This design comes from an exercise in tuning for small area and a short achievable clock period on the open sky130 flow, not from production work. Only simulation tests tie the RTL to the original design; equivalence was not proved.

## run 1
Design crc_unit, start of the top module:
module crc_unit
(
  input  logic                     m,
  input  logic                     reset,
  input  logic                     wr,            
  input  logic                     rd,            
  input  crc_reg_pkg::reg_addr_t   addr,
  input  crc_data_pkg::crc_word_t  wdata,
  output crc_data_pkg::crc_word_t  rdata,
  output logic                     rdata_valid
);
Size in the first run: ~71 I/O pins, about 28000 sq um of cells after synthesis.
Settings: LEC_CHECK=0, CAP_MARGIN=20, CORE_MARGIN=2, CORE_UTILIZATION=40, PLACE_DENSITY=0.6, SLEW_MARGIN=20, SYNTH_HIERARCHICAL=1, SYNTH_MINIMUM_KEEP_SIZE=0; clock period 15.0 ns.
standard.sh (not shown) runs the stock make flow with config.mk's settings and CLKGATE_MAP_FILE= SYNTH_SCRIPT=/design/flow/synth_recipe.tcl, a recipe that flattens the netlist after the stock synthesis.
==> flow/flow/run.sh <==
#!/bin/bash
# Standard layout, with timing repair aimed well below the clock period so
# that the achieved period shrinks; constraints are left as given.
set -o pipefail
cat standard.sh > standard_copy.log
cat config.mk > config_copy.log
export SETUP_SLACK_MARGIN=7.5
export TNS_END_PERCENT=5
# port buffers: the smallest plain buffer, resized later where timing needs it
export BUFFER_PORTS_ARGS="-buffer_cell sky130_fd_sc_hd__buf_1"
bash standard.sh synth > synth.log 2>&1 || exit 1
bash standard.sh > finish.log 2>&1 || exit 1
Run 1 has completed all stages; timing, DRC and antenna checks passed.
The following lists how run 2 was set up differently from run 1:
diff --git a/flow/flow/run.sh b/flow/flow/run.sh
--- a/flow/flow/run.sh
+++ b/flow/flow/run.sh
@@ -7,2 +7,2 @@
-export SETUP_SLACK_MARGIN=7.5
-export TNS_END_PERCENT=5
+export SETUP_SLACK_MARGIN=8
+export TNS_END_PERCENT=20
==> comparison <==
- On run 2: final cycle utilization of the critical path is 0.63 points lower than what run 1 gave.
- In terms of estimated wirelength of the detail-placed design, run 2 and run 1 differ only marginally.
- The setup slack of run 2 is larger than that of run 1.
- On number of sequential cells, run 1 and run 2 are neck and neck.
- Of run 1 and run 2, run 1 shows the lower layout cell share with drive strength beyond 1, with run 2 above it.
- Reported for run 1 and run 2, horizontal die dimension turned out identical to the last digit.
- As of run 2, total wire length after detailed routing had risen by more than 10% compared to run 1.
- Both conditions hold for run 1: the flow ran to the end and the final layout passed the timing, design-rule and antenna checks.
- Run 2 went all the way through the flow, and no timing, DRC or antenna check failed.
- Of run 1 and run 2, the higher transition time at the pin with the least slew margin belongs to run 2.
- On highest clock rate, run 1 loses to run 2.
Edits applied to the flow inputs when going from run 2 to run 3:
diff --git a/flow/flow/run.sh b/flow/flow/run.sh
--- a/flow/flow/run.sh
+++ b/flow/flow/run.sh
@@ -7 +7 @@
-export SETUP_SLACK_MARGIN=8
+export SETUP_SLACK_MARGIN=7
--- outcome ---
- Every run in the comparison, run 2 and run 3, completed the flow with a clean layout.
- Higher wire length of the first global-routing pass among run 2 and run 3: run 2
- Between run 2 and run 3, the via count is lower for run 3.
- The cell area after layout of run 3 is lower than that of run 2.
- On worst-case setup margin in the final layout, the higher figure sits with run 2, not run 3.
The inputs of run 4 differ from those of run 3 as listed below.
diff --git a/flow/flow/run.sh b/flow/flow/run.sh
--- a/flow/flow/run.sh
+++ b/flow/flow/run.sh
@@ -7 +7 @@
-export SETUP_SLACK_MARGIN=7
+export SETUP_SLACK_MARGIN=7.5
--- outcome ---
Run 4 — count of buffer and inverter cells on the critical path 1 higher, run 3 as reference. Core utilization of the finished layout: run 4 vs run 3 up 0.93 points. Total wire length after detailed routing for run 4 is higher than for run 3. Looking at launch point of the worst path, the wdata[30] result is from run 3; the wdata[24] one comes from run 4.
Changes in run 5 relative to run 4:
diff --git a/flow/flow/run.sh b/flow/flow/run.sh
--- a/flow/flow/run.sh
+++ b/flow/flow/run.sh
@@ -7 +7 @@
-export SETUP_SLACK_MARGIN=7.5
+export SETUP_SLACK_MARGIN=6.5
## What came out
Max number of fill cells across run 5 and run 4: run 5
Relative to run 4, relative area of non-clock buffer cells in the final design has decreased by 1.1 points in run 5.
Compared with run 4, run 5 shows a lower number of setup buffers added after CTS.
For run 4, the cell type of the slowest stage on the worst timing path was sky130_fd_sc_hd__xor2_2, unlike run 5, where it was sky130_fd_sc_hd__nor2b_1.
Combined flip-flop and latch cell area of run 5 is on par with run 4.
Run 5: setup slack 0.93 ns below run 4
On number of cells in the finished layout apart from fillers, run 5 and run 4 are neck and neck.

-- what the ideal ports hide --
In the flow no input, the clock included, has a driving cell. The finished layouts below were timed again as built, in two steps.
Step 1 sets driving cells, clkbuf_16 on the clock port and buf_2 on the other inputs (assumed; they add their load-dependent delay and slew).
Step 2 moves the port delays by t, midway between the first and last clock arrival at a register: inputs arrive t later, outputs are due t later. That takes back most of the time a late clock gives input paths.
Three values: ideal ports, drivers, drivers and shift; two values: the first two.
| run | t, ns | slack for setup (ns) | worst register clock-pin slew, ns | worst slew at a driven data input, ns | cell pins on the clock port's net |
|---|---|---|---|---|---|
| run 1 | 0.440 | 7.571 / 7.594 / 7.154 | 0.09 / 0.09 | 0.07 | 1 |
| run 2 | 0.443 | 7.666 / 7.666 / 7.261 | 0.09 / 0.09 | 0.05 | 1 |
| run 3 | 0.443 | 7.140 / 7.168 / 6.725 | 0.09 / 0.09 | 0.06 | 1 |
| run 4 | 0.440 | 7.571 / 7.594 / 7.154 | 0.09 / 0.09 | 0.07 | 1 |
| run 5 | 0.440 | 6.639 / 6.669 / 6.229 | 0.09 / 0.09 | 0.06 | 1 |
After both steps every run listed still meets setup and hold.
